This design comes from an exercise in tuning for small area, a short achievable clock period and few clock cycles on the open sky130 flow, not from production work.
At most, simulation tests tie the RTL to the original design; equivalence was not proved.
Function not checked in runs 2 and 3: the RTL went through the layout flow alone.
No activity file was given, so power comes from the tool's default toggle rates.

--- design/flow/design.v ---
`default_nettype none
package ps2kb_pkg;
   localparam int KEY_MAP_BITS_DEF = 256;
   localparam int REPORT_SLOTS_DEF = 6;
   localparam int MAX_SLOTS        = 6;
   localparam int FIFO_DEPTH       = 2;
   localparam int RSP_DATA_W       = 64;
   localparam int RSP_ROLL_BIT     = 8 + 8 * MAX_SLOTS;
   localparam logic MODE_BYTE = 1'b0;
   localparam logic MODE_TICK = 1'b1;
   localparam logic [7:0] PRE_EXT    = 8'hE0;
   localparam logic [7:0] PRE_PAUSE  = 8'hE1;
   localparam logic [7:0] PRE_BREAK  = 8'hF0;
   localparam logic [7:0] PAUSE_HOLD = 8'h14;
   localparam logic [9:0] CODE_PAUSE    = 10'h277;
   localparam logic [9:0] CODE_APP      = 10'd303;
   localparam logic [9:0] CODE_KP_DIV   = 10'd330;
   localparam logic [9:0] CODE_KP_ENTER = 10'd346;
   localparam logic [9:0] EXT_BASE      = 10'd361;
   localparam int         NORMAL_LEN    = 132;
   localparam int         EXT_LEN       = 21;
   localparam logic [7:0] KEY_PAUSE    = 8'd72;
   localparam logic [7:0] KEY_APP      = 8'd101;
   localparam logic [7:0] KEY_KP_DIV   = 8'd84;
   localparam logic [7:0] KEY_KP_ENTER = 8'd88;
   localparam logic [9:0] TICK_MAX = 10'd1023;
   function automatic logic [7:0] normal_code(input logic [7:0] idx);
      logic [7:0] val;
      case (idx)
         8'd0: val = 8'd1;
         8'd1: val = 8'd66;
         8'd3: val = 8'd62;
         8'd4: val = 8'd60;
         8'd5: val = 8'd58;
         8'd6: val = 8'd59;
         8'd7: val = 8'd69;
         8'd9: val = 8'd67;
         8'd10: val = 8'd65;
         8'd11: val = 8'd63;
         8'd12: val = 8'd61;
         8'd13: val = 8'd43;
         8'd14: val = 8'd53;
         8'd21: val = 8'd20;
         8'd22: val = 8'd30;
         8'd26: val = 8'd29;
         8'd27: val = 8'd22;
         8'd28: val = 8'd4;
         8'd29: val = 8'd26;
         8'd30: val = 8'd31;
         8'd33: val = 8'd6;
         8'd34: val = 8'd27;
         8'd35: val = 8'd7;
         8'd36: val = 8'd8;
         8'd37: val = 8'd33;
         8'd38: val = 8'd32;
         8'd41: val = 8'd44;
         8'd42: val = 8'd25;
         8'd43: val = 8'd9;
         8'd44: val = 8'd23;
         8'd45: val = 8'd21;
         8'd46: val = 8'd34;
         8'd49: val = 8'd17;
         8'd50: val = 8'd5;
         8'd51: val = 8'd11;
         8'd52: val = 8'd10;
         8'd53: val = 8'd28;
         8'd54: val = 8'd35;
         8'd58: val = 8'd16;
         8'd59: val = 8'd13;
         8'd60: val = 8'd24;
         8'd61: val = 8'd36;
         8'd62: val = 8'd37;
         8'd65: val = 8'd54;
         8'd66: val = 8'd14;
         8'd67: val = 8'd12;
         8'd68: val = 8'd18;
         8'd69: val = 8'd39;
         8'd70: val = 8'd38;
         8'd73: val = 8'd55;
         8'd74: val = 8'd56;
         8'd75: val = 8'd15;
         8'd76: val = 8'd51;
         8'd77: val = 8'd19;
         8'd78: val = 8'd45;
         8'd82: val = 8'd52;
         8'd84: val = 8'd47;
         8'd85: val = 8'd46;
         8'd88: val = 8'd57;
         8'd90: val = 8'd40;
         8'd91: val = 8'd48;
         8'd93: val = 8'd49;
         8'd97: val = 8'd100;
         8'd102: val = 8'd42;
         8'd105: val = 8'd89;
         8'd107: val = 8'd92;
         8'd108: val = 8'd95;
         8'd112: val = 8'd98;
         8'd113: val = 8'd99;
         8'd114: val = 8'd90;
         8'd115: val = 8'd93;
         8'd116: val = 8'd94;
         8'd117: val = 8'd96;
         8'd118: val = 8'd41;
         8'd119: val = 8'd83;
         8'd120: val = 8'd68;
         8'd121: val = 8'd87;
         8'd122: val = 8'd91;
         8'd123: val = 8'd86;
         8'd124: val = 8'd85;
         8'd125: val = 8'd97;
         8'd126: val = 8'd71;
         8'd131: val = 8'd64;
         default: val = 8'd0;
      endcase
      normal_code = val;
   endfunction
   function automatic logic [7:0] ext_code(input logic [4:0] idx);
      logic [7:0] val;
      case (idx)
         5'd0: val = 8'd77;
         5'd2: val = 8'd80;
         5'd3: val = 8'd74;
         5'd7: val = 8'd73;
         5'd8: val = 8'd76;
         5'd9: val = 8'd81;
         5'd11: val = 8'd79;
         5'd12: val = 8'd82;
         5'd17: val = 8'd78;
         5'd19: val = 8'd70;
         5'd20: val = 8'd75;
         default: val = 8'd0;
      endcase
      ext_code = val;
   endfunction
   typedef struct packed {
      logic       tick;
      logic       key_make;
      logic [7:0] key;
      logic [7:0] mods;
   } cmd_type;
   function automatic logic [7:0] lookup_key(input logic [9:0] code);
      logic [7:0] key;
      logic [9:0] ext_off;
      key     = 8'd0;
      ext_off = code - EXT_BASE;
      if (code < 10'(NORMAL_LEN)) begin
         key = normal_code(code[7:0]);
      end else if (code == CODE_PAUSE) begin
         key = KEY_PAUSE;
      end else if (code == CODE_APP) begin
         key = KEY_APP;
      end else if (code == CODE_KP_DIV) begin
         key = KEY_KP_DIV;
      end else if (code == CODE_KP_ENTER) begin
         key = KEY_KP_ENTER;
      end else if (code >= EXT_BASE && code < EXT_BASE + 10'(EXT_LEN)) begin
         key = ext_code(ext_off[4:0]);
      end
      lookup_key = key;
   endfunction
   function automatic logic [7:0] modifier_mask(input logic [9:0] code);
      logic [7:0] mask;
      unique case (code)
         10'h014: mask = 8'b0000_0001;
         10'h012: mask = 8'b0000_0010;
         10'h011: mask = 8'b0000_0100;
         10'h11F: mask = 8'b0000_1000;
         10'h114: mask = 8'b0001_0000;
         10'h059: mask = 8'b0010_0000;
         10'h111: mask = 8'b0100_0000;
         10'h127: mask = 8'b1000_0000;
         default: mask = 8'b0000_0000;
      endcase
      modifier_mask = mask;
   endfunction
   function automatic logic [6:0] code_token(input logic [9:0] code);
      logic [6:0] t;
      case (code)
         10'h000: t = 7'd1;
         10'h001: t = 7'd66;
         10'h003: t = 7'd62;
         10'h004: t = 7'd60;
         10'h005: t = 7'd58;
         10'h006: t = 7'd59;
         10'h007: t = 7'd69;
         10'h009: t = 7'd67;
         10'h00a: t = 7'd65;
         10'h00b: t = 7'd63;
         10'h00c: t = 7'd61;
         10'h00d: t = 7'd43;
         10'h00e: t = 7'd53;
         10'h011: t = 7'd106;
         10'h012: t = 7'd105;
         10'h014: t = 7'd104;
         10'h015: t = 7'd20;
         10'h016: t = 7'd30;
         10'h01a: t = 7'd29;
         10'h01b: t = 7'd22;
         10'h01c: t = 7'd4;
         10'h01d: t = 7'd26;
         10'h01e: t = 7'd31;
         10'h021: t = 7'd6;
         10'h022: t = 7'd27;
         10'h023: t = 7'd7;
         10'h024: t = 7'd8;
         10'h025: t = 7'd33;
         10'h026: t = 7'd32;
         10'h029: t = 7'd44;
         10'h02a: t = 7'd25;
         10'h02b: t = 7'd9;
         10'h02c: t = 7'd23;
         10'h02d: t = 7'd21;
         10'h02e: t = 7'd34;
         10'h031: t = 7'd17;
         10'h032: t = 7'd5;
         10'h033: t = 7'd11;
         10'h034: t = 7'd10;
         10'h035: t = 7'd28;
         10'h036: t = 7'd35;
         10'h03a: t = 7'd16;
         10'h03b: t = 7'd13;
         10'h03c: t = 7'd24;
         10'h03d: t = 7'd36;
         10'h03e: t = 7'd37;
         10'h041: t = 7'd54;
         10'h042: t = 7'd14;
         10'h043: t = 7'd12;
         10'h044: t = 7'd18;
         10'h045: t = 7'd39;
         10'h046: t = 7'd38;
         10'h049: t = 7'd55;
         10'h04a: t = 7'd56;
         10'h04b: t = 7'd15;
         10'h04c: t = 7'd51;
         10'h04d: t = 7'd19;
         10'h04e: t = 7'd45;
         10'h052: t = 7'd52;
         10'h054: t = 7'd47;
         10'h055: t = 7'd46;
         10'h058: t = 7'd57;
         10'h059: t = 7'd109;
         10'h05a: t = 7'd40;
         10'h05b: t = 7'd48;
         10'h05d: t = 7'd49;
         10'h061: t = 7'd100;
         10'h066: t = 7'd42;
         10'h069: t = 7'd89;
         10'h06b: t = 7'd92;
         10'h06c: t = 7'd95;
         10'h070: t = 7'd98;
         10'h071: t = 7'd99;
         10'h072: t = 7'd90;
         10'h073: t = 7'd93;
         10'h074: t = 7'd94;
         10'h075: t = 7'd96;
         10'h076: t = 7'd41;
         10'h077: t = 7'd83;
         10'h078: t = 7'd68;
         10'h079: t = 7'd87;
         10'h07a: t = 7'd91;
         10'h07b: t = 7'd86;
         10'h07c: t = 7'd85;
         10'h07d: t = 7'd97;
         10'h07e: t = 7'd71;
         10'h083: t = 7'd64;
         10'h111: t = 7'd110;
         10'h114: t = 7'd108;
         10'h11f: t = 7'd107;
         10'h127: t = 7'd111;
         10'h12f: t = 7'd101;
         10'h14a: t = 7'd84;
         10'h15a: t = 7'd88;
         10'h169: t = 7'd77;
         10'h16b: t = 7'd80;
         10'h16c: t = 7'd74;
         10'h170: t = 7'd73;
         10'h171: t = 7'd76;
         10'h172: t = 7'd81;
         10'h174: t = 7'd79;
         10'h175: t = 7'd82;
         10'h17a: t = 7'd78;
         10'h17c: t = 7'd70;
         10'h17d: t = 7'd75;
         10'h277: t = 7'd72;
         default: t = 7'd0;
      endcase
      code_token = t;
   endfunction
endpackage
`default_nettype wire
`default_nettype none
module ps2kb_code_token(code, token);
  input [9:0] code;
  wire [9:0] code;
  output [6:0] token;
  wire [6:0] token;
  wire n0;
  wire n1;
  wire n10;
  wire n100;
  wire n101;
  wire n102;
  wire n103;
  wire n104;
  wire n105;
  wire n106;
  wire n107;
  wire n108;
  wire n109;
  wire n11;
  wire n110;
  wire n111;
  wire n112;
  wire n113;
  wire n114;
  wire n115;
  wire n116;
  wire n117;
  wire n118;
  wire n119;
  wire n12;
  wire n120;
  wire n121;
  wire n122;
  wire n123;
  wire n124;
  wire n125;
  wire n126;
  wire n127;
  wire n128;
  wire n129;
  wire n13;
  wire n130;
  wire n131;
  wire n132;
  wire n133;
  wire n134;
  wire n135;
  wire n136;
  wire n137;
  wire n138;
  wire n139;
  wire n14;
  wire n140;
  wire n141;
  wire n142;
  wire n143;
  wire n144;
  wire n145;
  wire n146;
  wire n147;
  wire n148;
  wire n149;
  wire n15;
  wire n150;
  wire n151;
  wire n152;
  wire n153;
  wire n154;
  wire n155;
  wire n156;
  wire n157;
  wire n158;
  wire n159;
  wire n16;
  wire n160;
  wire n161;
  wire n162;
  wire n163;
  wire n164;
  wire n165;
  wire n166;
  wire n167;
  wire n168;
  wire n169;
  wire n17;
  wire n170;
  wire n171;
  wire n172;
  wire n173;
  wire n174;
  wire n175;
  wire n176;
  wire n177;
  wire n178;
  wire n179;
  wire n18;
  wire n180;
  wire n181;
  wire n182;
  wire n183;
  wire n184;
  wire n185;
  wire n186;
  wire n187;
  wire n188;
  wire n189;
  wire n19;
  wire n190;
  wire n191;
  wire n192;
  wire n193;
  wire n194;
  wire n195;
  wire n196;
  wire n197;
  wire n198;
  wire n199;
  wire n2;
  wire n20;
  wire n200;
  wire n201;
  wire n202;
  wire n203;
  wire n204;
  wire n205;
  wire n206;
  wire n207;
  wire n208;
  wire n209;
  wire n21;
  wire n210;
  wire n211;
  wire n212;
  wire n213;
  wire n214;
  wire n215;
  wire n216;
  wire n217;
  wire n218;
  wire n219;
  wire n22;
  wire n220;
  wire n221;
  wire n222;
  wire n223;
  wire n224;
  wire n225;
  wire n226;
  wire n227;
  wire n228;
  wire n229;
  wire n23;
  wire n230;
  wire n231;
  wire n232;
  wire n233;
  wire n234;
  wire n235;
  wire n236;
  wire n237;
  wire n238;
  wire n239;
  wire n24;
  wire n240;
  wire n241;
  wire n242;
  wire n243;
  wire n244;
  wire n245;
  wire n246;
  wire n247;
  wire n248;
  wire n249;
  wire n25;
  wire n250;
  wire n251;
  wire n252;
  wire n253;
  wire n254;
  wire n255;
  wire n256;
  wire n257;
  wire n258;
  wire n259;
  wire n26;
  wire n260;
  wire n261;
  wire n262;
  wire n263;
  wire n264;
  wire n265;
  wire n266;
  wire n267;
  wire n268;
  wire n269;
  wire n27;
  wire n270;
  wire n271;
  wire n272;
  wire n273;
  wire n274;
  wire n275;
  wire n276;
  wire n277;
  wire n278;
  wire n279;
  wire n28;
  wire n280;
  wire n281;
  wire n282;
  wire n283;
  wire n284;
  wire n285;
  wire n286;
  wire n287;
  wire n288;
  wire n289;
  wire n29;
  wire n290;
  wire n291;
  wire n292;
  wire n293;
  wire n294;
  wire n295;
  wire n296;
  wire n297;
  wire n298;
  wire n299;
  wire n3;
  wire n30;
  wire n300;
  wire n301;
  wire n302;
  wire n303;
  wire n304;
  wire n305;
  wire n306;
  wire n307;
  wire n308;
  wire n309;
  wire n31;
  wire n310;
  wire n311;
  wire n312;
  wire n313;
  wire n32;
  wire n33;
  wire n34;
  wire n35;
  wire n36;
  wire n37;
  wire n38;
  wire n39;
  wire n4;
  wire n40;
  wire n41;
  wire n42;
  wire n43;
  wire n44;
  wire n45;
  wire n46;
  wire n47;
  wire n48;
  wire n49;
  wire n5;
  wire n50;
  wire n51;
  wire n52;
  wire n53;
  wire n54;
  wire n55;
  wire n56;
  wire n57;
  wire n58;
  wire n59;
  wire n6;
  wire n60;
  wire n61;
  wire n62;
  wire n63;
  wire n64;
  wire n65;
  wire n66;
  wire n67;
  wire n68;
  wire n69;
  wire n7;
  wire n70;
  wire n71;
  wire n72;
  wire n73;
  wire n74;
  wire n75;
  wire n76;
  wire n77;
  wire n78;
  wire n79;
  wire n8;
  wire n80;
  wire n81;
  wire n82;
  wire n83;
  wire n84;
  wire n85;
  wire n86;
  wire n87;
  wire n88;
  wire n89;
  wire n9;
  wire n90;
  wire n91;
  wire n92;
  wire n93;
  wire n94;
  wire n95;
  wire n96;
  wire n97;
  wire n98;
  wire n99;
  assign n296 = ~code[4];
  assign n295 = code[9] | code[7];
  assign n294 = code[5] & ~(n295);
  assign n293 = code[2] & code[1];
  assign n292 = n294 ? n296 : n293;
  assign n291 = code[1] | ~(code[2]);
  assign n290 = ~(code[6] & code[3]);
  assign n289 = ~(n290 | n291);
  assign n288 = n289 & ~(code[0]);
  assign n287 = code[3] & code[1];
  assign n286 = ~n287;
  assign n285 = code[1] & ~(code[0]);
  assign n284 = n285 | code[8];
  assign n283 = n286 & ~(n284);
  assign n282 = code[7] | ~(code[5]);
  assign n281 = ~(code[6] & code[4]);
  assign n280 = n281 | n282;
  assign n279 = code[1] & ~(code[2]);
  assign n278 = code[6] | code[4];
  assign n277 = n279 & ~(n278);
  assign n276 = code[5] | ~(code[7]);
  assign n275 = n277 & ~(n276);
  assign n274 = n280 & ~(n275);
  assign n273 = n283 & ~(n274);
  assign n272 = ~(n273 | n288);
  assign n271 = n292 & ~(n272);
  assign n270 = ~code[8];
  assign n269 = n281 | n270;
  assign n268 = n294 & ~(n269);
  assign n267 = n268 | n271;
  assign n266 = n294 & ~(code[8]);
  assign n265 = code[0] & code[1];
  assign n264 = code[3] & code[2];
  assign n263 = ~(n264 | n265);
  assign n262 = code[3] & ~(code[1]);
  assign n261 = n263 & ~(n262);
  assign n260 = ~(code[2] | code[0]);
  assign n259 = n260 & n287;
  assign n258 = n291 & ~(n259);
  assign n257 = n266 ? n261 : n258;
  assign n256 = n267 & ~(n257);
  assign n255 = n295 | code[5];
  assign n254 = n270 & ~(n255);
  assign n253 = n254 & ~(code[6]);
  assign n252 = n253 & ~(n296);
  assign n251 = n252 & n285;
  assign n250 = n281 | ~(n254);
  assign n249 = ~(n250 | n264);
  assign n248 = n249 | n251;
  assign n247 = ~code[2];
  assign n246 = code[1] & ~(n253);
  assign n245 = n246 | n247;
  assign n244 = n248 & ~(n245);
  assign n243 = code[8] & ~(code[6]);
  assign n242 = ~n243;
  assign n241 = code[4] & ~(n255);
  assign n240 = n241 & ~(n242);
  assign n239 = n278 | ~(n266);
  assign n238 = code[6] & ~(code[4]);
  assign n237 = n238 & n254;
  assign n236 = n237 | ~(n239);
  assign n235 = n236 | n240;
  assign n234 = ~code[6];
  assign n233 = code[0] & ~(code[2]);
  assign n232 = n233 & ~(code[3]);
  assign n231 = n234 & ~(n232);
  assign n230 = ~n233;
  assign n229 = code[0] & ~(code[1]);
  assign n228 = ~(n229 | n285);
  assign n227 = code[3] ? n230 : n228;
  assign n226 = n227 | n231;
  assign n225 = n235 & ~(n226);
  assign n224 = n225 | n244;
  assign n223 = n224 | n256;
  assign n222 = ~code[0];
  assign n221 = n264 & ~(n239);
  assign n220 = code[2] & ~(code[3]);
  assign n219 = code[6] | ~(code[4]);
  assign n218 = n266 & ~(n219);
  assign n217 = n218 | n237;
  assign n216 = ~(n217 & n220);
  assign n215 = n216 & ~(n221);
  assign n214 = n222 & ~(n215);
  assign n213 = n266 & ~(code[3]);
  assign n212 = ~(n285 & n247);
  assign n211 = n212 | n281;
  assign n210 = ~(n285 & code[2]);
  assign n209 = n238 & ~(n210);
  assign n208 = code[6] | ~(code[0]);
  assign n207 = n279 & ~(n208);
  assign n206 = n207 | n277;
  assign n205 = n206 | n209;
  assign n204 = n211 & ~(n205);
  assign n203 = n213 & ~(n204);
  assign n202 = code[2] & code[0];
  assign n201 = ~(n202 & n287);
  assign n200 = n240 & ~(n201);
  assign n199 = ~(code[3] | code[1]);
  assign n198 = ~(n199 | n287);
  assign n197 = n266 & ~(n198);
  assign n196 = n222 & ~(n294);
  assign n195 = n202 | n281;
  assign n194 = ~(n195 | n196);
  assign n193 = n194 & n197;
  assign n192 = n247 & ~(n198);
  assign n191 = ~code[1];
  assign n190 = code[4] & ~(n264);
  assign n189 = n191 & ~(n190);
  assign n188 = n189 | n192;
  assign n187 = n208 | ~(n254);
  assign n186 = n188 & ~(n187);
  assign n185 = n186 | n193;
  assign n184 = n185 | n200;
  assign n183 = n184 | n203;
  assign n182 = n254 & ~(code[4]);
  assign n181 = n182 & n289;
  assign n180 = n233 & ~(code[1]);
  assign n179 = ~(n180 | n259);
  assign n178 = n220 & n265;
  assign n177 = n178 | ~(n179);
  assign n176 = n281 | ~(n266);
  assign n175 = n176 | n199;
  assign n174 = n177 & ~(n175);
  assign n173 = n174 | n181;
  assign n172 = ~code[3];
  assign n171 = n210 & ~(n207);
  assign n170 = n182 & ~(n171);
  assign n169 = n294 & ~(code[4]);
  assign n168 = ~(n293 & code[0]);
  assign n167 = n168 | n242;
  assign n166 = n169 & ~(n167);
  assign n165 = ~(n166 | n170);
  assign n164 = n172 & ~(n165);
  assign n163 = n164 | n173;
  assign n162 = n163 | n183;
  assign n161 = n162 | n214;
  assign token[1] = n161 | n223;
  assign n160 = code[3] & ~(code[0]);
  assign n159 = n268 & ~(n160);
  assign n158 = ~(code[3] | code[2]);
  assign n157 = ~(n158 | n264);
  assign n156 = n157 & n229;
  assign n155 = n156 | code[1];
  assign n154 = n159 & ~(n155);
  assign n153 = ~(n154 | n271);
  assign n152 = n251 & ~(n220);
  assign n151 = ~(n152 | n200);
  assign n150 = ~(n151 | n160);
  assign n149 = n202 | n260;
  assign n148 = n199 & ~(code[6]);
  assign n147 = n149 | ~(n148);
  assign n146 = n241 & ~(n147);
  assign n145 = n146 | n150;
  assign n144 = n145 | ~(n153);
  assign n143 = n197 & n238;
  assign n142 = n153 & ~(n143);
  assign n141 = n233 & ~(n142);
  assign n140 = ~(n254 & n262);
  assign n139 = ~(n140 & n257);
  assign n138 = n222 ? n293 : n158;
  assign n137 = ~(n138 | n289);
  assign n136 = n137 | n296;
  assign n135 = n277 | n288;
  assign n134 = n136 & ~(n135);
  assign n133 = n266 & ~(n134);
  assign n132 = code[4] | code[0];
  assign n131 = n133 & ~(n132);
  assign n130 = code[3] | code[0];
  assign n129 = n240 & ~(n130);
  assign n128 = ~(n129 | n194);
  assign n127 = n128 & ~(n131);
  assign n126 = n139 & ~(n127);
  assign n125 = n126 | n141;
  assign n124 = n169 & ~(n230);
  assign n123 = n124 & ~(n290);
  assign n122 = n176 & ~(n123);
  assign n121 = n247 & ~(n122);
  assign n120 = n273 & ~(code[9]);
  assign n119 = n295 | code[2];
  assign n118 = n243 | ~(n287);
  assign n117 = n118 | n119;
  assign n116 = n117 | n254;
  assign n115 = n196 & ~(n116);
  assign n114 = ~(n202 & n191);
  assign n113 = n114 & ~(n279);
  assign n112 = n113 | ~(n263);
  assign n111 = n159 & ~(n112);
  assign n110 = ~(n111 | n115);
  assign n109 = n254 & ~(n278);
  assign n108 = n109 & n177;
  assign n107 = ~(n108 | n166);
  assign n106 = ~(n107 & n110);
  assign n105 = n106 | n120;
  assign n104 = n105 | n121;
  assign n103 = n104 | n125;
  assign token[6] = n103 | n144;
  assign n102 = ~(code[3] & code[0]);
  assign n101 = n130 & n102;
  assign n100 = n101 | ~(n268);
  assign n99 = token[6] & ~(n100);
  assign n98 = n101 | n250;
  assign n97 = n98 | n158;
  assign n96 = code[0] ? n172 : n157;
  assign n95 = n109 & ~(n96);
  assign n94 = n95 | n123;
  assign n93 = n97 & ~(n94);
  assign n92 = n191 & ~(n93);
  assign n91 = n236 & ~(n114);
  assign n90 = ~(n157 & code[1]);
  assign n89 = n109 & ~(n90);
  assign n88 = n89 | n91;
  assign n87 = ~(n88 | n133);
  assign n86 = ~(n87 & n151);
  assign n85 = n86 | n92;
  assign n84 = n182 | code[1];
  assign n83 = n84 | ~(n176);
  assign n82 = n83 & ~(n202);
  assign n81 = n96 | ~(n218);
  assign n80 = n82 & ~(n81);
  assign n79 = n149 | n286;
  assign n78 = n182 & ~(n79);
  assign n77 = n78 | n166;
  assign n76 = n77 | n80;
  assign n75 = ~(n249 & n160);
  assign n74 = n237 & ~(n102);
  assign n73 = n74 | n221;
  assign n72 = n75 & ~(n73);
  assign n71 = n191 & ~(n72);
  assign n70 = n71 | n173;
  assign n69 = n70 | n76;
  assign n68 = n69 | n85;
  assign token[0] = n68 | n99;
  assign n67 = n291 | ~(n101);
  assign n66 = n252 & ~(n67);
  assign n65 = n218 & ~(n114);
  assign n64 = n65 | n66;
  assign n63 = n296 & ~(n110);
  assign n62 = n63 | n64;
  assign n61 = n62 | n224;
  assign n60 = n92 & ~(n270);
  assign n59 = n60 | n76;
  assign n58 = n252 & ~(n172);
  assign n57 = n245 & ~(n58);
  assign n56 = n82 & ~(n57);
  assign n55 = n56 & ~(n296);
  assign n54 = n230 | ~(n236);
  assign n53 = n260 | ~(n228);
  assign n52 = n109 & ~(n53);
  assign n51 = n254 & ~(n211);
  assign n50 = n51 | n221;
  assign n49 = n50 | n52;
  assign n48 = n54 & ~(n49);
  assign n47 = n286 & ~(n48);
  assign n46 = n47 | n55;
  assign n45 = n46 | n59;
  assign n44 = n45 | n61;
  assign token[2] = n44 | n125;
  assign n43 = ~(n156 | n288);
  assign n42 = n236 & ~(n43);
  assign n41 = ~(n158 & n191);
  assign n40 = n132 & ~(n41);
  assign n39 = code[4] & ~(n114);
  assign n38 = n290 & ~(n210);
  assign n37 = n38 | n39;
  assign n36 = n37 | n40;
  assign n35 = n148 | ~(n266);
  assign n34 = n36 & ~(n35);
  assign n33 = ~(n34 | n42);
  assign n32 = ~(n33 & n165);
  assign n31 = ~(n109 & code[2]);
  assign n30 = n31 & ~(n249);
  assign n29 = n139 & ~(n30);
  assign n28 = n237 & ~(n179);
  assign n27 = ~(n98 | n113);
  assign n26 = n27 | n28;
  assign n25 = n26 | n29;
  assign n24 = n25 | n32;
  assign token[5] = n24 | n145;
  assign n23 = n26 | n56;
  assign n22 = n121 & ~(n191);
  assign n21 = ~(n179 | n262);
  assign n20 = n67 & ~(n21);
  assign n19 = n218 & ~(n20);
  assign n18 = ~(n39 & n253);
  assign n17 = ~(n18 & n110);
  assign n16 = n17 | n19;
  assign n15 = n16 | n22;
  assign n14 = n15 | n23;
  assign n13 = ~(n220 | n265);
  assign n12 = n13 | n293;
  assign n11 = n109 & ~(n12);
  assign n10 = n123 & ~(code[8]);
  assign n9 = n10 | n11;
  assign n8 = n9 | n131;
  assign n7 = n8 | n70;
  assign token[4] = n7 | n14;
  assign n6 = ~(n266 & n191);
  assign n5 = n6 | ~(n33);
  assign n4 = ~(n5 & n165);
  assign n3 = n238 | ~(n220);
  assign n2 = n4 & ~(n3);
  assign n1 = n16 | n124;
  assign n0 = n243 | ~(n262);
  assign n313 = n1 & ~(n0);
  assign n312 = n313 | n2;
  assign n311 = ~(code[4] | code[2]);
  assign n310 = n213 & ~(n311);
  assign n309 = n310 | n182;
  assign n308 = n220 & ~(n266);
  assign n307 = ~(code[6] & code[1]);
  assign n306 = n307 | n202;
  assign n305 = n306 | n308;
  assign n304 = n309 & ~(n305);
  assign n303 = n218 | ~(n116);
  assign n302 = n303 & ~(n204);
  assign n301 = n302 | n251;
  assign n300 = n301 | n29;
  assign n299 = n300 | n304;
  assign n298 = n299 | n8;
  assign n297 = n298 | n144;
  assign token[3] = n297 | n312;
endmodule
`default_nettype wire
`default_nettype none
module ps2_keyboard_to_hid_report #(
   parameter int KEY_MAP_BITS = ps2kb_pkg::KEY_MAP_BITS_DEF,
   parameter int REPORT_SLOTS = ps2kb_pkg::REPORT_SLOTS_DEF
) (
   input  wire logic                          clock,
   input  wire logic                          reset,
   input  wire logic                          req_tvalid,
   output logic                               req_tready,
   input  wire logic                          req_tuser,   
   input  wire logic [7:0]                    req_tdata,   
   output logic                               rsp_tvalid,
   input  wire logic                          rsp_tready,
   output logic [ps2kb_pkg::RSP_DATA_W-1:0]   rsp_tdata,
   input  wire logic                          csr_valid,
   output logic                               csr_ready,
   input  wire logic [9:0]                    csr_data     
);
   localparam int NS = 6;   
   localparam logic [127:0] KEYS = 128'h0000003ffffffffffffbfffffffffff2;
   localparam logic [6:0]   KEY_TOP = 7'd101;   
   assign csr_ready = 1'b1;
   logic busy_ff;                       
   logic e_go;                          
   logic do_scan;                       
   logic       a_valid_ff, s_valid_ff, rdy_ff;
   logic [8:0] a_item_ff, s_item_ff;    
   logic       a_take;                  
   logic       acc;
   assign req_tready = rdy_ff;
   assign acc        = req_tvalid && rdy_ff;
   always_ff @(posedge clock) begin
      if (reset) begin
         a_valid_ff <= 1'b0;
         s_valid_ff <= 1'b0;
         rdy_ff     <= 1'b0;
      end else begin
         if (!a_valid_ff || a_take) begin
            a_valid_ff <= s_valid_ff || acc;
            s_valid_ff <= 1'b0;
            rdy_ff     <= 1'b1;
         end else if (acc) begin
            s_valid_ff <= 1'b1;
            rdy_ff     <= 1'b0;
         end else begin
            rdy_ff     <= !s_valid_ff;
         end
      end
   end
   always_ff @(posedge clock) begin
      if (!a_valid_ff || a_take) begin
         a_item_ff <= s_valid_ff ? s_item_ff : {req_tuser, req_tdata};
      end
      if (!s_valid_ff) begin
         s_item_ff <= {req_tuser, req_tdata};
      end
   end
   logic       e0_ff, e1_ff, rel_ff;
   logic       b_valid_ff, b_tick_ff, b_brk_ff;
   logic [6:0] b_key_ff;
   logic       b_load;                  
   logic       m_load;                  
   logic [7:0] d_byte;
   logic [6:0] d_key;
   logic       d_pre_e0, d_pre_e1, d_drop, d_pre_f0, d_done;
   assign a_take   = a_valid_ff && b_load;
   assign d_byte   = a_item_ff[7:0];
   ps2kb_code_token u_token (
      .code  ({e1_ff, e0_ff, d_byte}),
      .token (d_key)
   );
   assign d_pre_e0 = !e1_ff && d_byte == ps2kb_pkg::PRE_EXT;
   assign d_pre_e1 = !e1_ff && d_byte == ps2kb_pkg::PRE_PAUSE;
   assign d_drop   = e1_ff && d_byte == ps2kb_pkg::PAUSE_HOLD;
   assign d_pre_f0 = d_byte == ps2kb_pkg::PRE_BREAK;
   assign d_done   = !(d_pre_e0 || d_pre_e1 || d_drop || d_pre_f0);
   always_ff @(posedge clock) begin
      if (reset) begin
         e0_ff  <= 1'b0;
         e1_ff  <= 1'b0;
         rel_ff <= 1'b0;
      end else if (a_take && !a_item_ff[8]) begin
         if (d_pre_e0) begin
            e0_ff <= 1'b1;
         end else if (d_pre_e1) begin
            e1_ff <= 1'b1;
         end else if (d_drop) begin
         end else if (d_pre_f0) begin
            rel_ff <= 1'b1;
         end else begin
            e0_ff  <= 1'b0;
            e1_ff  <= 1'b0;
            rel_ff <= 1'b0;
         end
      end
   end
   assign b_load = !b_valid_ff || m_load;
   always_ff @(posedge clock) begin
      if (reset) begin
         b_valid_ff <= 1'b0;
      end else if (b_load) begin
         b_valid_ff <= a_valid_ff && (a_item_ff[8] || d_done);
      end
   end
   always_ff @(posedge clock) begin
      if (b_load) begin
         b_tick_ff <= a_item_ff[8];
         b_brk_ff  <= rel_ff;
         b_key_ff  <= d_key;
      end
   end
   logic [127:0] map_ff;
   logic [9:0]   rem_ff;                
   logic         m_valid_ff, m_tick_ff, m_brk_ff, m_member_ff;
   logic [6:0]   m_key_ff;
   logic [6:0]   km;                    
   logic         e_wr;                  
   logic         m_member;
   assign m_load   = !busy_ff && (!m_valid_ff || e_go) && !do_scan;
   assign km       = busy_ff ? rem_ff[6:0] : b_key_ff;
   assign m_member = (e_wr && m_key_ff == km) ? !m_brk_ff : map_ff[km];
   always_ff @(posedge clock) begin
      if (reset) begin
         m_valid_ff <= 1'b0;
      end else if (busy_ff) begin
         m_valid_ff <= rem_ff[6:0] != 7'd0 && !scan_end;
      end else if (m_load) begin
         m_valid_ff <= b_valid_ff;
      end else if (e_go) begin
         m_valid_ff <= 1'b0;
      end
   end
   always_ff @(posedge clock) begin
      if (busy_ff || m_load) begin
         m_tick_ff   <= !busy_ff && b_tick_ff;
         m_brk_ff    <= b_brk_ff;
         m_key_ff    <= km;
         m_member_ff <= m_member;
      end
   end
   logic [7:0]         mods_ff;
   logic [NS-1:0][6:0] slot_ff;
   logic               over_ff;         
   logic [6:0]         cnt_ff;          
   logic [9:0]         idle_ff;
   logic               rsp_valid_ff;
   logic [6:0]         k;
   logic [NS-1:0]      lt;
   logic               is_mod, is_key, chg, scan_end;
   logic               do_ins, do_del, do_roll, do_rep;
   assign rsp_tvalid = rsp_valid_ff;
   always_comb begin
      rsp_tdata        = '0;
      rsp_tdata[7:0]   = mods_ff;
      for (int s = 0; s < NS; s++) begin
         rsp_tdata[8 + 8 * s +: 7] = slot_ff[s];
      end
      rsp_tdata[ps2kb_pkg::RSP_ROLL_BIT] = over_ff;
   end
   assign e_go     = m_valid_ff && !busy_ff && (!rsp_valid_ff || rsp_tready);
   assign k        = m_key_ff;
   assign is_mod   = !m_tick_ff && k[6:3] == 4'b1101;
   assign is_key   = !m_tick_ff && k[6:3] != 4'b1101 && k != 7'd0;
   assign e_wr     = e_go && is_key;
   assign chg      = m_member_ff == m_brk_ff;   
   assign scan_end = busy_ff && m_valid_ff && m_member_ff && slot_ff[NS-2] != 7'd0;
   always_comb begin
      for (int s = 0; s < NS; s++) begin
         lt[s] = slot_ff[s] != 7'd0 && slot_ff[s] < k;
      end
   end
   always_comb begin
      do_ins  = 1'b0;
      do_del  = 1'b0;
      do_roll = 1'b0;
      do_scan = 1'b0;
      do_rep  = 1'b0;
      if (busy_ff) begin
         do_ins = m_valid_ff && m_member_ff;
         do_rep = scan_end;
      end else if (e_go) begin
         if (m_tick_ff) begin
            do_rep = idle_ff != 10'd0 && rem_ff == 10'd1;
         end else begin
            if (is_key && chg) begin
               if (!m_brk_ff) begin
                  do_roll = !over_ff && cnt_ff == 7'd6;
                  do_ins  = !over_ff && cnt_ff != 7'd6;
               end else begin
                  do_scan = over_ff && cnt_ff == 7'd7;
                  do_del  = !over_ff;
               end
            end
            do_rep = !do_scan;
         end
      end
   end
   logic [7:0]  map_row;
   logic [15:0] map_col;
   logic        map_v;
   assign map_v  = !m_brk_ff && !reset;
   always_comb begin
      for (int j = 0; j < 8; j++) map_row[j] = reset || (e_wr && k[6:4] == 3'(j));
      for (int m = 0; m < 16; m++) map_col[m] = reset || k[3:0] == 4'(m);
   end
   for (genvar i = 0; i < 128; i++) begin : g_map
      if (KEYS[i]) begin : g_bit
         always_ff @(posedge clock) begin
            if (map_row[i / 16] && map_col[i % 16]) begin
               map_ff[i] <= map_v;
            end
         end
      end else begin : g_none
         assign map_ff[i] = 1'b0;
      end
   end
   for (genvar s = 0; s < NS; s++) begin : g_slot
      logic       pos, en;
      logic [6:0] lower, upper, shifted, d;
      assign pos     = !lt[s] && (s == 0 || lt[s == 0 ? 0 : s-1]);
      assign lower   = (s == 0) ? 7'd0 : slot_ff[s == 0 ? 0 : s-1];
      assign upper   = (s == NS - 1) ? 7'd0 : slot_ff[s == NS - 1 ? 0 : s+1];
      assign shifted = do_del ? upper : (pos ? k : lower);
      assign en      = reset || do_scan || do_roll || ((do_ins || do_del) && !lt[s]);
      assign d       = (reset || do_scan) ? 7'd0 : do_roll ? 7'd1 : shifted;
      always_ff @(posedge clock) begin
         if (en) begin
            slot_ff[s] <= d;
         end
      end
   end
   always_ff @(posedge clock) begin
      if (reset) begin
         mods_ff      <= 8'd0;
         over_ff      <= 1'b0;
         cnt_ff       <= 7'd0;
         idle_ff      <= 10'd0;
         rem_ff       <= 10'd0;
         busy_ff      <= 1'b0;
         rsp_valid_ff <= 1'b0;
      end else begin
         if (csr_valid) begin
            idle_ff <= csr_data;
         end
         if (do_rep) begin
            rsp_valid_ff <= 1'b1;
         end else if (rsp_tready) begin
            rsp_valid_ff <= 1'b0;
         end
         if (e_go && is_mod) begin
            mods_ff[k[2:0]] <= !m_brk_ff;
         end
         if (e_wr && chg) begin
            cnt_ff <= m_brk_ff ? cnt_ff - 7'd1 : cnt_ff + 7'd1;
         end
         if (do_roll) begin
            over_ff <= 1'b1;
         end
         if (do_scan) begin
            over_ff <= 1'b0;
            busy_ff <= 1'b1;
         end
         if (scan_end) begin
            busy_ff <= 1'b0;
         end
         if (csr_valid) begin
            rem_ff <= csr_data;
         end else if (do_scan) begin
            rem_ff <= {3'b000, KEY_TOP};
         end else if (do_rep) begin
            rem_ff <= idle_ff;
         end else if (busy_ff || (e_go && m_tick_ff)) begin
            rem_ff <= rem_ff - 10'd1;
         end
      end
   end
endmodule
`default_nettype wire
--- design/flow/flow/run.sh ---
#!/bin/bash
# The standard layout (the standard.sh, all steps), with one change to how it is made:
# the buffers that placement puts on every input and output port are buf_2 cells instead of
# the cell buffer_ports picks by default (a slow clkdlybuf4s50_1).
set -euo pipefail
printf '\nexport BUFFER_PORTS_ARGS = -buffer_cell sky130_fd_sc_hd__buf_2\n' >> config.mk
bash standard.sh > standard.log 2>&1
--- design/flow/config.mk ---
export PLATFORM = sky130hd
export DESIGN_NAME = ps2_keyboard_to_hid_report
export DESIGN_NICKNAME = ps2_keyboard_to_hid_report
export VERILOG_FILES = /design/flow/design.v
export SDC_FILE = /design/flow/constraint.sdc
export NUM_CORES = 4
export LEC_CHECK = 0
export CAP_MARGIN = 20
export CORE_MARGIN = 2
export CORE_UTILIZATION = 40
export CTS_BUF_LIST = sky130_fd_sc_hd__clkbuf_4 sky130_fd_sc_hd__clkbuf_8
export CTS_CLUSTER_DIAMETER = 50
export CTS_CLUSTER_SIZE = 20
export PLACE_DENSITY = 0.6
export SETUP_SLACK_MARGIN = 5.0
export SLEW_MARGIN = 20

export BUFFER_PORTS_ARGS = -buffer_cell sky130_fd_sc_hd__buf_2
--- design/flow/standard.sh ---
#!/bin/bash
# synth_recipe.tcl (not shown) runs the flow's synth.tcl, then flattens the netlist and writes it again
# the make line also repeats each setting of config.mk as NAME=value (left out here)
make -C /OpenROAD-flow-scripts/flow DESIGN_CONFIG=/design/flow/config.mk WORK_HOME=/design/flow/orfs CLKGATE_MAP_FILE= SYNTH_SCRIPT=/design/flow/synth_recipe.tcl "${@:-finish}"
--- design/flow/constraint.sdc ---
create_clock -name core_clock -period 8.0 [get_ports {clock}]
set_input_delay 1.6000 -clock core_clock [delete_from_list [all_inputs] [get_ports {clock}]]
set_output_delay 1.6000 -clock core_clock [all_outputs]
set_load 0.01 [all_outputs]
==> out/summary.md, run 1 <==
The average routed wire per standard cell is 21.0 µm, and the reported max-cap violation count is 0. The mapped netlist covers 12900 µm². The clock slew at the register clock pins of the worst setup and hold paths was 0.08 ns; the post-layout total power was 3.09 mW. The congestion estimate from routability-driven global placement came to 0.924.

The fraction of the cycle the final worst path needs was 0.371; the maximum clock insertion buffer count was 3. Kind of critical path: in2reg. From bottom edge to top edge, the die measures 183 µm. The worst setup path is captured at a flip-flop. The logs give 337 MHz for the maximum operating frequency and 60300 µm for the global-route wire length before repair. The maximum fanout along the worst path works out to 15. TritonCTS built the clock tree.

In the final timing run, aggregate negative setup slack is 0 ns. Fraction of synthesized cell area taken by the top area cell type: 0.392. After floorplanning, the core was sized to cover 31600 µm². The synthesized netlist contains 83 unique library cells. The leading register cell type out of synthesis was sky130_fd_sc_hd__edfxtp_1. Entering global routing, the biggest net connects 99 pins.

The flow ran to the end and the layout has no timing, DRC or antenna violations. The count of final max-slew check failures came out at 0. The clock root buffer was sky130_fd_sc_hd__clkbuf_8.

The depth of the CTS H-tree came out at 1. The run gives 0.407 as the initial cell density of the core. Data arrives at the worst endpoint at 3.23 ns. First-iteration detailed-routing DRC count: 1058.

The die covers 33600 µm². The residual overflow from global routing came out at 0. The buffer and inverter count on the worst path works out to 3.

Routed wire length: 38300 µm. The run gives 10722 as the number of vias after detailed routing. Delay of the slowest cell on the worst path: 0.25 ns. VDD sags by at most 123 µV.

The run gives 5.76 nW as the leakage dissipation. Yosys printed 30 warnings. The HPWL after detailed placement is 25700 µm. The kind of launch point of the worst setup path was a primary input.

For the number of nets with antenna violations after detailed routing, the log shows 0. The synthesized area per cell was 9.77 µm²; the layout overhead on the synthesized area was 15.5%. Setup repair after global routing could not meet its margin everywhere.

Final setup violation count: 0. The logs give 0.477 for the share of the yosys chip area belonging to registers and 5 for the first-pass iteration count of the detailed router. The core occupancy in the finished layout came out at 0.470.

The row count is 65. The worst hold path begins at b_brk_ff. In this run the worst hold path is classified as reg2reg. Number of flops mapped to enable cells by yosys: 168.

The critical path starts at rsp_tready. The number of global-route vias before repair was 10538; the initial antenna violation count was 0. In this design, the largest share of critical-path delay is due to simple AND/OR/NAND/NOR gates.

The combined global-route utilization of all metal layers is 0.227. Number of storage elements in the synthesis netlist: 223. Top cell type by total area after synthesis: sky130_fd_sc_hd__edfxtp_1.

The data required time of the critical path is 8.26 ns. For the pin with the worst max-slew slack, the measured transition is 0.869 ns. The share of final-layout standard cells stronger than drive strength 1 is 0.191, and the number of placed I/O pins is 91. The number of cells produced by synthesis was 1318.

Number of inserted diodes: 0. The tree built by TritonCTS fans out to 223 sinks. The worst relative slew slack came out at 0.421. The cell with the largest stage delay on the worst path was sky130_fd_sc_hd__nor3b_4.

The per-cell via count in the routed design was 5.88. In the post-synthesis netlist, the biggest area contributors are sky130_fd_sc_hd__edfxtp_1 39%, sky130_fd_sc_hd__dfxtp_1 8.6%, sky130_fd_sc_hd__ha_1 6.3%, sky130_fd_sc_hd__mux2i_1 6.0%, sky130_fd_sc_hd__nor2_1 5.8%. For the DRC violation count after routing, the log shows 0. For the worst-skew pair, the clock arrives at the later sink with an insertion delay of 0.58 ns.

The worst register-to-register path begins at m_key_ff[1]. The worst path in the final design needs a cycle of 2.97 ns, including I/O delays and setup. Walking the worst path, the cells encountered are buf_2 > nor2b_4 > nor3b_4 > o211a_4 > nor3b_4 > buf_4 > and3_4 > nor2_4 > buf_12 > o21ai_4. The most numerous cell on the critical path is sky130_fd_sc_hd__nor3b_4.

The TritonCTS buffer count was 27; the chip width was 183 µm. Between clock sinks in the finished design, the worst skew comes to 0.0187 ns. The port buffer count is 76. Dividing total power by cell area gives a power density of 208 nW/µm². Worst hold slack across all endpoints: 0.427 ns. The run gives 0 as the cts-stage hold buffer count. The net count of the finished layout is 1491.

Fraction of registers with async set/reset: 0. For the final-report hold violation count, the log shows 0.
==> layer usage <==
layer | vias to the layer above | part of all wire | track usage
li1 | 5018 | - | -
met1 | 5220 | 0.43 | 0.297
met2 | 403 | 0.49 | 0.393
met3 | 81 | 0.057 | 0.0252
met4 | 0 | 0.028 | 0.0736
met5 | - | 0 | 0
==> power breakdown <==
group          switching (mW)  internal (mW)
sequential             0.0705           1.33
clock                   0.490          0.509
combinational           0.427          0.257
==> path summary, 6_finish.rpt <==
path / to / slack, ns / cells after the start
worst max-delay path: slot_ff[35] / 5.03 / 10
worst min-delay path: m_brk_ff / 0.43 / 0
worst max register to register: slot_ff[35] / 5.07 / 10
worst min register to register: m_brk_ff / 0.43 / 0
==> per-stage QoR <==
stage	std cells	worst slack [ns]	area, µm²
after floorplan	1330	4.64	13300
after global placement	1738	3.74	13800
after detailed placement	1738	3.65	13800
after CTS	1817	5.00	14800
after global routing	1824	4.93	14900
final	1824	5.03	14900
==> flip-flops by register name, summed over array words and instances (netlist names), 7 cells and up <==
name       count
a_item_ff      9
rem_ff        10
s_item_ff      9
mods_ff        8
cnt_ff         7
idle_ff       10
map_ff        98
b_key_ff       7
slot_ff       42
m_key_ff       7
==> kinds of logic after synthesis <==
logic type / Yosys count / synth area share
AOI/OAI and AO/OA: 316 / 0.153
xor gates and xnor gates: 18 / 0.0122
other: 2 / 0.000583
muxes: 94 / 0.0782
DFF: 223 / 0.477
and+or+nand+nor: 477 / 0.172
buffers and inverters: 122 / 0.0421
adders and majority gates: 66 / 0.0647
==> synth_stat cells, types with 7 or more instances <==
cell	count
sky130_fd_sc_hd__nor2_1	198
sky130_fd_sc_hd__edfxtp_1	168
sky130_fd_sc_hd__a21oi_1	108
sky130_fd_sc_hd__nand2_1	105
sky130_fd_sc_hd__mux2i_1	77
sky130_fd_sc_hd__ha_1	65
sky130_fd_sc_hd__o21ai_0	64
sky130_fd_sc_hd__dfxtp_1	55
sky130_fd_sc_hd__clkbuf_1	54
sky130_fd_sc_hd__nand3_1	40
sky130_fd_sc_hd__nor3_1	40
sky130_fd_sc_hd__inv_1	33
sky130_fd_sc_hd__a31oi_1	24
sky130_fd_sc_hd__xnor2_1	16
sky130_fd_sc_hd__buf_4	15
sky130_fd_sc_hd__nor2b_1	14
sky130_fd_sc_hd__nor4_1	13
sky130_fd_sc_hd__a211oi_1	12
sky130_fd_sc_hd__mux2_2	12
sky130_fd_sc_hd__nand2b_1	11
sky130_fd_sc_hd__a21o_1	10
sky130_fd_sc_hd__o21ai_1	9
sky130_fd_sc_hd__buf_2	8
sky130_fd_sc_hd__nand4_1	8
sky130_fd_sc_hd__o221ai_1	8
sky130_fd_sc_hd__o22ai_1	8
sky130_fd_sc_hd__a311oi_1	7
sky130_fd_sc_hd__a32oi_1	7
sky130_fd_sc_hd__o31ai_1	7
==> cell type report <==
type	count	area, µm²
fill	2962	16800
multi-input combinational	986	6600
sequential	223	6150
timing repair buffer	126	778
tap	402	503
clock buffer	31	420
clock inverter	19	272
inverter	37	158
==> placed cells by master (no fill, tap or decap), types with 10 or more instances in the layout <==
master and n:
sky130_fd_sc_hd__o21ai_0 30, sky130_fd_sc_hd__dfxtp_1 53, sky130_fd_sc_hd__nor2b_1 13, sky130_fd_sc_hd__edfxtp_1 168, sky130_fd_sc_hd__conb_1 14, sky130_fd_sc_hd__buf_2 75
sky130_fd_sc_hd__a211oi_1 12, sky130_fd_sc_hd__mux2i_1 76, sky130_fd_sc_hd__mux2_2 12, sky130_fd_sc_hd__xnor2_1 16, sky130_fd_sc_hd__nor2_1 195, sky130_fd_sc_hd__nor3_1 34
sky130_fd_sc_hd__nand2_1 101, sky130_fd_sc_hd__nor4_1 12, sky130_fd_sc_hd__o21ai_1 31, sky130_fd_sc_hd__a21oi_1 99, sky130_fd_sc_hd__nand2b_1 10, sky130_fd_sc_hd__a21o_1 10
sky130_fd_sc_hd__ha_1 64, sky130_fd_sc_hd__inv_1 30, sky130_fd_sc_hd__a31oi_1 21, sky130_fd_sc_hd__nand3_1 39, sky130_fd_sc_hd__buf_4 48, sky130_fd_sc_hd__clkbuf_8 30
==> repair_timing <==
action | CTS | global route
gates resized for setup | 27 | 12
setup endpoints to repair | 242 | 91
setup buffers | 28 | 7
pin swaps | 2 | 3
cloned | 1 | 0
Testbench counts, summed over its fixed seeds: cycles 6,924.
==> run 2, diff against run 1 <==
--- a/design/flow/design.v
+++ b/design/flow/design.v
@@ -1098,4 +1098,7 @@
    assign chg      = m_member_ff == m_brk_ff;   
    assign scan_end = busy_ff && m_valid_ff && m_member_ff && slot_ff[NS-2] != 7'd0;
+   localparam logic [6:0] CNT_0 = 7'b0000001;
+   localparam logic [6:0] CNT_6 = 7'b1000001;
+   localparam logic [6:0] CNT_7 = 7'b0000011;
    always_comb begin
       for (int s = 0; s < NS; s++) begin
@@ -1118,8 +1121,8 @@
             if (is_key && chg) begin
                if (!m_brk_ff) begin
-                  do_roll = !over_ff && cnt_ff == 7'd6;
-                  do_ins  = !over_ff && cnt_ff != 7'd6;
+                  do_roll = !over_ff && cnt_ff == CNT_6;
+                  do_ins  = !over_ff && cnt_ff != CNT_6;
                end else begin
-                  do_scan = over_ff && cnt_ff == 7'd7;
+                  do_scan = over_ff && cnt_ff == CNT_7;
                   do_del  = !over_ff;
                end
@@ -1167,5 +1170,5 @@
          mods_ff      <= 8'd0;
          over_ff      <= 1'b0;
-         cnt_ff       <= 7'd0;
+         cnt_ff       <= CNT_0;
          idle_ff      <= 10'd0;
          rem_ff       <= 10'd0;
@@ -1185,5 +1188,6 @@
          end
          if (e_wr && chg) begin
-            cnt_ff <= m_brk_ff ? cnt_ff - 7'd1 : cnt_ff + 7'd1;
+            cnt_ff <= m_brk_ff ? {cnt_ff[0] ^ cnt_ff[6], cnt_ff[6:1]}
+                               : {cnt_ff[5:0], cnt_ff[6] ^ cnt_ff[5]};
          end
          if (do_roll) begin
--- a/design/flow/config.mk
+++ b/design/flow/config.mk
@@ -9,7 +9,4 @@
 export CORE_MARGIN = 2
 export CORE_UTILIZATION = 40
-export CTS_BUF_LIST = sky130_fd_sc_hd__clkbuf_4 sky130_fd_sc_hd__clkbuf_8
-export CTS_CLUSTER_DIAMETER = 50
-export CTS_CLUSTER_SIZE = 20
 export PLACE_DENSITY = 0.6
 export SETUP_SLACK_MARGIN = 5.0
==> run 2 against run 1 <==
Net effect: design area increased by 5.6%; largest power group unchanged; synthesized cell count is 2.0% lower; wire length is 6.5% higher; first-iteration DRC count grew 6.0%; via count grew 3.5%; die area fell by 1.3%; worst setup slack got worse by 0.34 ns.
==> out/summary.md, run 2 <==
Total negative slack for setup checks: 0 ns (unchanged). The proportion of power drawn by combinational gates was 0.210 (-0.011); the post-layout total power was 3.37 mW (+9.1%). The tools report the worst ir drop on vdd as 160 µV (+31%). The number of vias after detailed routing was 11100 (+3.5%). Synthesized area per cell: 9.83 µm² (+0.63%). The synthesized design spends more area on one cell type than any other, namely sky130_fd_sc_hd__edfxtp_1. The first-iteration detailed-routing DRC count is 1122 (+6.0%), and the number of flops mapped to enable cells by yosys is 168 (unchanged). The run gives 223 (unchanged) as the total clock sinks.

The number of cells produced by synthesis was 1292 (-2.0%). The worst setup path is of the in2reg kind. The tools report the number of inserted diodes as 0 (unchanged).

The tightest min-delay check is of the reg2reg type. The first-pass iteration count of the detailed router was 6 (+1); the global-route wire length before repair was 61700 µm (+2.3%). For the final worst clock skew, the log shows 0.0296 ns (+0.0108 ns). The worst endpoint data arrival time is 3.57 ns (+0.34 ns). Maximum operating frequency: 302 MHz (-10%). The cts-stage hold buffer count came out at 0 (unchanged).

The number of placed I/O pins is 91 (unchanged). In the final layout, the registers with the most flip-flops are map_ff (98), slot_ff (42). In the layout the commonest cells are 181 x sky130_fd_sc_hd__nor2_1, 168 x sky130_fd_sc_hd__edfxtp_1, 109 x sky130_fd_sc_hd__nand2_1, 79 x sky130_fd_sc_hd__mux2i_1, 75 x sky130_fd_sc_hd__buf_2.

The tools report the number of global-route vias before repair as 10689 (+1.4%). The flop-to-flop setup slack was 4.85 ns (-0.22 ns); the placer congestion estimate was 0.928 (+0.42%). The run gives 0 (unchanged) as the count of final max-slew check failures.

The share of final-layout standard cells stronger than drive strength 1 works out to 0.234 (+0.0427). The endpoint type of the worst setup path is a flip-flop. Setup repair after global routing could not meet its margin everywhere.

The switching power was 1.01 mW (+2.7%); the number of flip-flops in the largest register was 98 (unchanged). The run gives 31400 µm² (-0.77%) as the floorplan core area. The final-report hold violation count is 0 (unchanged). The average routed wire per standard cell was 22.3 µm (+5.9%). TritonCTS buffer count: 27 (unchanged). Counting stages on the worst path, the most repeated cell is sky130_fd_sc_hd__buf_12.

The most common cell after layout, fill and taps aside is sky130_fd_sc_hd__nor2_1. The simple logic cell fraction of the synthesized area was 0.167 (-0.00484). By area, the combinational part of the netlist is dominated by simple AND/OR/NAND/NOR gates.

The signal on the critical path passes through buf_8 > nor2b_4 > or4b_4 > a21o_1 > or3_4 > or2_4 > buf_12 > buf_12 > nand4_1 > o211ai_1. The fraction of registers with async set/reset is 0 (unchanged), and the xor and xnor fraction of the mapped netlist area is 0.0117 (-0.000522). The per-cell via count in the routed design works out to 6.05 (+3.0%). The routed wire length is 40800 µm (+6.5%), and the estimated wirelength of the detail-placed design is 25300 µm (-1.3%). The worst relative slew slack is 0.339 (-0.0820), and the number of storage elements in the synthesis netlist is 223 (unchanged). The initial cell density of the core was 0.405 (-0.00238); the chip width was 182 µm (-0.66%).

The initial antenna violation count was 0 (unchanged). Counting instances in the post-synthesis netlist gives the leading cell types as 220 x sky130_fd_sc_hd__nor2_1, 168 x sky130_fd_sc_hd__edfxtp_1, 110 x sky130_fd_sc_hd__nand2_1. The root buffer cell chosen for the clock tree is sky130_fd_sc_hd__clkbuf_16.

Leakage dissipation: 6.10 nW (+5.9%). The design internal power is 2.35 mW (+12%), and the delay of the slowest cell on the worst path is 0.49 ns (+0.24 ns). The clock latency on the worst-skew pair is 0.55 ns (-0.03 ns). The tools report the fraction of power consumed by sequential logic as 0.421 (-0.034).

The fraction of synthesized cell area taken by the top area cell type works out to 0.397 (+0.00536). The run finished with no timing, DRC or antenna violations. In the post-synthesis netlist, the biggest area contributors are sky130_fd_sc_hd__edfxtp_1 40%, sky130_fd_sc_hd__dfxtp_1 8.7%, sky130_fd_sc_hd__nor2_1 6.5%, sky130_fd_sc_hd__mux2i_1 6.3%, sky130_fd_sc_hd__ha_1 5.9%. The combined global-route utilization of all metal layers is 0.237 (+0.00984). The tools report the kind of launch point of the worst setup path as a primary input. Compared with the post-synthesis result, the final layout area differs by 23.6%.

The tools report the row count as 65 (unchanged). The logs give 3 (unchanged) for the maximum clock insertion buffer count and 8.25 ns (about the same) for the data required time of the critical path. Number of nets with antenna violations after detailed routing: 0 (unchanged). The depth of the CTS H-tree is 1 (unchanged), and the share of total power consumed by net switching is 0.301 (-0.0186).

The clock slew at the register clock pins of the worst setup and hold paths works out to 0.06 ns (-0.02 ns). Among all cell types in the netlist, the one instantiated most often is sky130_fd_sc_hd__nor2_1. The logs give 0 (unchanged) for the reported max-cap violation count and 99 (unchanged) for the maximum number of pins on one net before global-route repair. The adder and majority gate portion of the synthesized area is 0.0591 (-0.00561), and the DRC violation count after routing is 0 (unchanged). The full die area is 33200 µm² (-1.3%).

The run gives 0 (unchanged) as the final setup violation count. The vertical die dimension is 182 µm (-0.66%). The share of the yosys chip area belonging to registers was 0.484 (+0.00653). TritonCTS built the clock tree. The cell with the largest stage delay on the worst path is sky130_fd_sc_hd__or4b_4. The residual overflow from global routing was 0 (unchanged); the count of nets after finishing was 1495 (+0.27%). The maximum fanout along the worst path is 7 (-8). The fraction of the cycle the final worst path needs was 0.414 (+0.0431).

The mux contribution to synthesized area came out at 0.0799 (+0.00166). Number of warning messages in the yosys log: 30 (unchanged). The register with the most flip-flops in the final layout is map_ff. In the synthesized netlist the dominant register cell turns out to be sky130_fd_sc_hd__edfxtp_1. The compound-gate portion of the synthesized area was 0.154 (+0.00121). The time the worst path needs with I/O delays and setup works out to 3.31 ns (+0.345 ns).

The post-synthesis cell area was 12700 µm² (-1.4%). The portion of total power attributed to the clock network is 0.369 (+0.045). The count of different cell masters after synthesis is 73 (-12%), and the slew at the pin closest to its max-slew limit is 0.992 ns (+0.123 ns).

The areal power density over the cells was 214 nW/µm² (+3.3%). The port buffer count was 76 (unchanged).
run 2: repair_timing:
item,4_1_cts,5_1_grt
pin swaps,11,16
gates resized for setup,105,58
cloned,12,2
setup buffers,39,17
endpoints found under the setup margin,224,131
run 2: worst paths after layout:
kind / depth (start not counted) / from / end
worst max register to register: 8 / busy_ff / m_member_ff
worst min-delay path: 0 / b_brk_ff / m_brk_ff
worst max-delay path: 10 / rsp_tready / slot_ff[35]
worst min register to register: 0 / b_brk_ff / m_brk_ff
run 2: critical path: cells and delay by family:
family          cells  cell delay [ns]
simple gates        5             1.29
buf+inv             3             0.35
compound gates      2             0.31
run 2: stage by stage:
stage	setup slack [ns]	utilization	hold slack [ns]	instances	area, µm²
floorplan	4.37	-	0.400	1304	13000
global placement	3.81	0.430	0.409	1714	13500
detailed placement	3.76	0.430	0.407	1714	13500
CTS	4.69	0.488	0.421	1815	15300
global route	4.63	0.500	0.438	1834	15700
finish	4.69	0.500	0.419	1834	15700
run 2: cell type report:
type                    instances  area, µm²
fillers                      2850      15700
multi-input cells             966       6790
flip-flops and latches        223       6150
repair buffers                159       1230
clock buffers                  33        698
well taps                     402        503
clock inverters                17        193
inverters                      34        145
run 2: power groups by stage:
| stage | clock network (mW) | registers [mW] | logic (mW) |
|---|---|---|---|
| after detailed placement | 0 | 1.46 | 0.594 |
| final | 1.24 | 1.42 | 0.707 |
| after global routing | 1.30 | 1.42 | 0.763 |
| after global placement | 0 | 1.46 | 0.587 |
| after floorplan | 0 | 1.41 | 0.442 |
| after CTS | 1.26 | 1.41 | 0.668 |
run 2: per-layer routing:
layer,vias to the layer above,GRT usage,part of all wire
met4,0,0.101,0.048
met3,138,0.0377,0.075
met2,546,0.386,0.46
met1,5401,0.313,0.42
li1,5015,-,-
met5,-,0,0
run 2: logic make-up (layout without fill, tap and decap cells):
| group | after synthesis | count (layout) |
|---|---|---|
| AND/OR/NAND/NOR | 474 | 481 |
| AO/OA/AOI/OAI | 299 | 299 |
| multiplexers | 95 | 95 |
| flip-flops | 223 | 223 |
| other | 2 | 14 |
| adder cells (fa/ha/maj) | 60 | 60 |
| buffers and inverters | 122 | 243 |
| XOR/XNOR | 17 | 17 |
==> run 3, diff against run 2 <==
==> design/flow/flow/run.sh (replaced) <==
#!/bin/bash
set -euo pipefail
printf '\nexport BUFFER_PORTS_ARGS = -buffer_cell sky130_fd_sc_hd__buf_2\nexport SETUP_SLACK_MARGIN = 5.3\n' >> config.mk
bash standard.sh > standard.log 2>&1
--- a/design/flow/config.mk
+++ b/design/flow/config.mk
@@ -10,6 +10,6 @@
 export CORE_UTILIZATION = 40
 export PLACE_DENSITY = 0.6
-export SETUP_SLACK_MARGIN = 5.0
 export SLEW_MARGIN = 20
 
 export BUFFER_PORTS_ARGS = -buffer_cell sky130_fd_sc_hd__buf_2
+export SETUP_SLACK_MARGIN = 5.3
==> run 3 against run 2 <==
Net effect: combinational power rose by about 30%; design area rose by 14%; synthesized cell count did not move; clock-buffer cell count fell by 3.
==> out/summary.md, run 3 <==
Maximum operating frequency: 305 MHz (+1.0%). Sorting the synthesized cells by how often they occur yields 220 x sky130_fd_sc_hd__nor2_1, 168 x sky130_fd_sc_hd__edfxtp_1, 110 x sky130_fd_sc_hd__nand2_1. After synthesis, the cell types taking the most area are sky130_fd_sc_hd__edfxtp_1 40%, sky130_fd_sc_hd__dfxtp_1 8.7%, sky130_fd_sc_hd__nor2_1 6.5%, sky130_fd_sc_hd__mux2i_1 6.3%, sky130_fd_sc_hd__ha_1 5.9%.

The synthesized design spends more area on one cell type than any other, namely sky130_fd_sc_hd__edfxtp_1. The fraction of the cycle the final worst path needs came out at 0.410 (-0.00415). The register with the most flip-flops in the final layout is map_ff. The logs give 26 (-3.7%) for the TritonCTS buffer count and 6.89 nW (+13%) for the leakage dissipation.

In the synthesized netlist the dominant register cell turns out to be sky130_fd_sc_hd__edfxtp_1. The number of placed I/O pins was 91 (unchanged); the row count was 65 (unchanged). The areal power density over the cells was 202 nW/µm² (-5.9%); the per-cell via count in the routed design was 6.12 (+1.1%). The fraction of power consumed by sequential logic came out at 0.386 (-0.035).

The post-synthesis cell area is 12700 µm² (unchanged), and the total negative slack for setup checks is 0 ns (unchanged). The number of flip-flops in the largest register is 98 (unchanged), and the count of nets after finishing is 1610 (+7.7%). Traced cell by cell, the critical path runs through buf_8 > nor2b_4 > or4b_4 > a21o_1 > or3_4 > or2_4 > bufbuf_16 > nor2_1 > a211oi_1.

The initial cell density of the core was 0.405 (unchanged); the reported max-cap violation count was 0 (unchanged). The initial antenna violation count is 0 (unchanged), and the number of warning messages in the yosys log is 30 (unchanged). The run gives 172 µV (+7.2%) as the worst ir drop on vdd.

The run gives 0.210 (-0.129) as the worst relative slew slack. Fraction of registers with async set/reset: 0 (unchanged). The floorplan core area is 31400 µm² (unchanged), and the data required time of the critical path is 8.29 ns (+0.04 ns).

The tools report the endpoint type of the worst setup path as a flip-flop. The slew at the pin closest to its max-slew limit works out to 1.19 ns (+0.194 ns). For the number of cells produced by synthesis, the log shows 1292 (unchanged).

The number of vias after detailed routing is 11924 (+7.4%). The global-route wire length before repair is 65500 µm (+6.2%). For the count of different cell masters after synthesis, the log shows 73 (unchanged). The number of flops mapped to enable cells by yosys came out at 168 (unchanged).

Classification of the worst-slack hold path: reg2reg. The share of final-layout standard cells stronger than drive strength 1 works out to 0.380 (+0.146). The worst setup path is of the in2reg kind. The placer congestion estimate came out at 0.999 (+7.7%).

The maximum fanout along the worst path is 13 (+6), and the time the worst path needs with I/O delays and setup is 3.28 ns (-0.0332 ns). For the cts-stage hold buffer count, the log shows 0 (unchanged). Setup repair after global routing could not meet its margin everywhere.

The logs give 2.51 mW (+6.5%) for the design internal power and 0.54 ns (about the same) for the clock latency on the worst-skew pair. The portion of total power attributed to the clock network is 0.359 (-0.010), and the layout overhead on the synthesized area is 40.7%. The number of global-route vias before repair was 11316 (+5.9%).

Count of final max-slew check failures: 0 (unchanged). The number of storage elements in the synthesis netlist was 223 (unchanged). The run gives 0 (unchanged) as the number of inserted diodes.

Among all cell types in the netlist, the one instantiated most often is sky130_fd_sc_hd__nor2_1. The chip width came out at 182 µm (unchanged). The final-report hold violation count is 0 (unchanged), and the final setup violation count is 0 (unchanged).

The switching power is 1.10 mW (+8.5%), and the residual overflow from global routing is 0 (unchanged). The cell with the largest stage delay on the worst path is sky130_fd_sc_hd__or4b_4. The run gives 1711 (-0.18%) as the placed instance count.

TritonCTS built the clock tree. The tools report the first-iteration detailed-routing DRC count as 1197 (+6.7%). The tools report the first-pass iteration count of the detailed router as 5 (-1). The logs give 3.57 ns (about the same) for the worst endpoint data arrival time and 17900 µm² (+14%) for the design area. The port buffer count was 76 (unchanged); the full die area was 33200 µm² (unchanged). Core occupancy in the finished layout: 0.569 (+0.0691).

Combined global-route utilization of all metal layers: 0.253 (+0.0159). Proportion of power drawn by combinational gates: 0.255 (+0.045). CTS placed an instance of sky130_fd_sc_hd__clkbuf_16 at the clock tree root. Average routed wire per standard cell: 23.3 µm (+4.6%).

The largest registers in the layout are map_ff (98), slot_ff (42). The worst hold slack across all endpoints is 0.428 ns (+0.00939 ns), and the share of total power consumed by net switching is 0.305 (+0.00384). The vertical die dimension is 182 µm (unchanged), and the fraction of synthesized cell area taken by the top area cell type is 0.397 (unchanged).

The depth of the CTS H-tree is 1 (unchanged). The logs give 13500 µm² (about the same) for the area of placed instances and 223 (unchanged) for the total clock sinks. The number of nets with antenna violations after detailed routing is 0 (unchanged), and the clock slew at the register clock pins of the worst setup and hold paths is 0.06 ns (about the same). The maximum clock insertion buffer count is 3 (unchanged).

The run finished with no timing, DRC or antenna violations. The synthesized area per cell is 9.83 µm² (unchanged). The kind of launch point of the worst setup path was a primary input. The number of fillers in the final layout was 2579 (-9.5%).

For the DRC violation count after routing, the log shows 0 (unchanged). Final worst clock skew: 0.0260 ns (-0.00353 ns). The estimated wirelength of the detail-placed design was 25400 µm (+0.25%); the maximum number of pins on one net before global-route repair was 99 (unchanged). Most common cell after layout, fill and taps aside: sky130_fd_sc_hd__edfxtp_1. The routed wire length is 45400 µm (+11%), and the share of the yosys chip area belonging to registers is 0.484 (unchanged).

The delay of the slowest cell on the worst path came out at 0.49 ns (about the same). The number of standard cells in the final layout excluding fillers was 1948 (+6.2%). Leaving out fill and tap cells, the most frequent cells in the layout are 168 x sky130_fd_sc_hd__edfxtp_1, 127 x sky130_fd_sc_hd__buf_4, 113 x sky130_fd_sc_hd__nor2_1, 108 x sky130_fd_sc_hd__nand2_1, 77 x sky130_fd_sc_hd__mux2i_1.
[run 3: layout make-up]
| cell class | count | area, µm² | area share |
|---|---|---|---|
| Multi-Input combinational cell | 972 | 7730 | 0.432 |
| Sequential cell | 223 | 6150 | 0.344 |
| Timing Repair Buffer | 266 | 2350 | 0.131 |
| Clock buffer | 30 | 687 | 0.0384 |
| Tap cell | 402 | 503 | 0.0281 |
| Clock inverter | 18 | 240 | 0.0134 |
| Inverter | 34 | 186 | 0.0104 |
| Timing Repair inverter | 3 | 30.0 | 0.00168 |
[run 3: path summary, 6_finish.rpt]
path | startpoint | end | slack [ns] | cells past startpoint
setup / recovery | rsp_tready | slot_ff[11] | 4.72 | 9
setup reg to reg | m_key_ff[6] | slot_ff[15] | 4.87 | 7
hold reg to reg | b_brk_ff | m_brk_ff | 0.43 | 0
hold / removal | b_brk_ff | m_brk_ff | 0.43 | 0
[run 3: routing by layer]
metal	vias to the layer above	part of all wire	track usage
li1	5267	-	-
met1	5843	0.39	0.324
met2	633	0.48	0.424
met3	181	0.080	0.0373
met4	0	0.050	0.113
met5	-	0	0
[run 3: cells by family after synthesis]
kind of cell             Yosys count  share of synthesized area
other                              2                   0.000591
flip-flops                       223                      0.484
AND/OR/NAND/NOR                  474                      0.167
XOR/XNOR                          17                     0.0117
buffers and inverters            122                     0.0436
adder cells (fa/ha/maj)           60                     0.0591
AO/OA/AOI/OAI                    299                      0.154
multiplexers                      95                     0.0799
[run 3: metrics by stage]
step,power [mW],setup WS [ns]
2_1_floorplan,1.86,4.37
3_3_place_gp,2.05,3.78
3_5_place_dp,2.05,3.76
4_1_cts,3.49,4.65
5_1_grt,3.72,4.65
6_report,3.61,4.72
[run 3: timing repair]
item                                    in CTS  in global routing
gates cloned                                20                  5
buffers inserted                           105                 59
resized for setup                          258                169
pin swaps                                   44                 42
endpoints found under the setup margin     392                389
[run 3: worst max-delay path: cells and delay by family]
family / cells / cell delay, ns
AND/OR/NAND/NOR: 5 / 1.30
buffers and inverters: 2 / 0.39
AO/OA/AOI/OAI: 2 / 0.26
[run 3: power groups by stage]
stage	clock, mW	combinational (mW)	sequential, mW
after detailed placement	0	0.600	1.45
final	1.30	0.919	1.39
after global placement	0	0.596	1.45
after CTS	1.31	0.788	1.39
after global routing	1.35	0.973	1.40
after floorplan	0	0.444	1.41

Check on run 3: ideal ports give 4.720 ns setup slack; a clkbuf_16 on the clock port and buf_2 on the inputs give 4.716 ns; moving port delays by the midpoint clock arrival (0.577 ns) as well gives 4.138 ns.
